Background: an optimization exercise with open tools, aiming at small area, a short achievable clock period and few clock cycles per item. Do not read the settings as production practice. The RTL was checked by simulation tests, not by an equivalence proof against the original design. Power and IR drop assume default switching activity.

== run 1 ==
## byte_stack_machine
module byte_stack_machine (
  input  logic       clk_i,
  input  logic       rst_ni,
  input  logic       in_valid_i,
  output logic       in_stall_o,
  input  logic [7:0] in_action_i,
  input  logic [7:0] in_operand_i,
  output logic       out_valid_o,
  input  logic       out_stall_i,
  output logic [2:0] out_status_o,
  output logic [7:0] out_value_o
);
  localparam int DEPTH = 255;
  logic       ir_v;
  logic       ir_push, ir_pop, ir_bin, ir_halt;
  logic [1:0] ir_alu;   
  logic [7:0] ir_opd;
  logic       dn_q, up_q, hold_n_q;
  logic       stall_q;
  logic [7:0] e0;
  logic [7:0] q [DEPTH];
  logic [7:0] cnt_q;
  logic       zero_q, lt2_q, full_q, stop_q;
  logic       busy_q;                
  logic       pend_q;                
  logic [1:0] k_q;
  logic [7:0] mx_q, my_q, mz_q;
  logic [7:0] rem_q, dvs_q;
  logic [9:0] dvs3_q;
  logic       mv_q, sv_q;
  logic [2:0] ms_q, ss_q;
  logic [7:0] mval_q, sval_q;
  logic [7:0] a, b, prod, top;
  assign a    = e0;
  assign b    = ~q[1];
  logic  b_zero;
  assign b_zero = (b == 8'd0);
  bsm_add3 u_prod (.x(mx_q), .y(my_q), .z(mz_q), .s(prod));
  assign top  = pend_q ? prod : e0;    
  logic go, accept;
  assign go     = ir_v & ~busy_q & ~sv_q & ~(pend_q & ir_bin);
  assign accept = in_valid_i & ~stall_q;
  assign in_stall_o = stall_q;
  logic is_mul, is_div;
  assign is_mul = (ir_alu == 2'd2);
  assign is_div = (ir_alu == 2'd3);
  logic mul_issue, div_issue;
  assign mul_issue = up_q & ir_bin & is_mul;
  assign div_issue = up_q & ir_bin & is_div;
  logic [2:0] res_st;
  logic [7:0] res_val;
  always_comb begin
    res_val = 8'd0;
    if (stop_q)            res_st = 3'd7;
    else if (ir_halt)      res_st = 3'd2;
    else if (ir_push)      res_st = full_q ? 3'd3 : 3'd0;
    else if (ir_pop) begin
      res_st  = zero_q ? 3'd4 : 3'd1;
      res_val = zero_q ? 8'd0 : top;
    end else if (ir_bin)   res_st = lt2_q ? 3'd4 : ((is_div & b_zero) ? 3'd5 : 3'd0);
    else                   res_st = 3'd6;
  end
  logic [7:0] mx, my, mz;
  bsm_mul_csa u_mul (.a(a), .b(b), .x(mx), .y(my), .z(mz));
  logic       lt_b, lt_2b;
  logic [1:0] dcls;    
  logic [7:0] rem0, quo0;
  ...
Size in the first run: about 76,000 sq um of cells after synthesis.
clock: 6.0 ns
lec_check: 0
cap_margin: 20
core_margin: 2
core_utilization: 55
cts_cluster_diameter: 110
cts_cluster_size: 24
place_density: 0.7
setup_slack_margin: 3.45
slew_margin: 20
run.sh (not shown) runs the stock make flow with config.mk's settings and CLKGATE_MAP_FILE= SYNTH_SCRIPT=/design/flow/synth_recipe.tcl, a recipe that flattens the netlist after the stock synthesis.
Testbench counts of run 1, summed over its fixed seeds: cycles 17,507, items 16,000.
Relative to run 1, the following input files were edited for run 2:
- changing CTS_CLUSTER_DIAMETER from 110 to 100
- changing PLACE_DENSITY from 0.7 to 0.8
- changing CORE_UTILIZATION from 55 to 70
### Flow results
Run 1 → run 2: post-route total power moved down, vertical die dimension moved down, routed wire length level.
Relative to run 2, the following input files were edited for run 3:
- SETUP_SLACK_MARGIN now 3.5, was 3.45
- CORE_UTILIZATION now 62, was 70
- PLACE_DENSITY now 0.75, was 0.8
==> summary.txt <==
Run 3 ran to completion and came out clean on the timing, DRC and antenna checks.
NOTE first-pass GRT wire length run 2->run 3 increased slightly
| relative contribution of sequential cells to total power | higher: run 2 |
Run 3 vs. run 2: maximum operating frequency rose by 0.86%; final-layout setup total negative slack closely matched the old numbers; clock insertion delay at the later pin of the skew report held steady; total number of vias lower; routing usage on met3 barely changed.
Of the two values seen for capture point of the worst path, e0[4] was produced by run 2 and e0[7] by run 3.
On total chip power, run 2 beats run 3.
Setup changes, run 3 to run 4
- CORE_UTILIZATION now 55, was 62
- CTS_CLUSTER_DIAMETER now 110, was 100
- PLACE_DENSITY now 0.7, was 0.75
- SETUP_SLACK_MARGIN now 3.65, was 3.5
==> summary.txt <==
Per the comparison of run 4 with run 3, clock power share lost 0.3 points, non-clock buffer count picked up an extra 42, clock-buffer cell count lost about 0.9%, clock latency at the later pin of the worst-skew pair picked up an extra 0.03 ns.
Compared with run 3, run 4 shows a lower share of cell area taken by flip-flops and latches.
Sequential cell area of run 3 is on par with run 4.

static timing again, ports no longer ideal:
The flow's constraints put no driver on any port. The routed layouts listed below were extracted and timed again, unchanged, in two steps.
Step 1: set_driving_cell puts a clkbuf_16 on clk_i and a buf_2 on each other input, an assumption about the parent block.
Step 2 moves the port delays by t, midway between the first and last clock arrival at a register: inputs arrive t later, outputs are due t later. That takes back most of the time a late clock gives input paths.
Slacks: no drivers / after step 1 / after step 2; pairs: no drivers / after step 1.
run	t, ns	slack for setup (ns)	worst setup path after step 2	latest minus earliest clock arrival (ns)	worst register clock-pin slew, ns
run 1	0.805	3.260 / 3.260 / 2.765	input to register	0.040 / 0.040	0.10 / 0.10
run 2	0.774	3.277 / 3.277 / 2.862	input to register	0.022 / 0.021	0.11 / 0.11
run 3	0.786	3.300 / 3.300 / 2.861	input to register	0.038 / 0.039	0.10 / 0.10
run 4	0.797	3.170 / 3.170 / 2.940	input to register	0.060 / 0.060	0.11 / 0.11
After both steps every run listed still meets setup and hold. The setup slack of run 1, which loses most, moves by 0.000 ns with the drivers and by -0.495 ns with both steps.
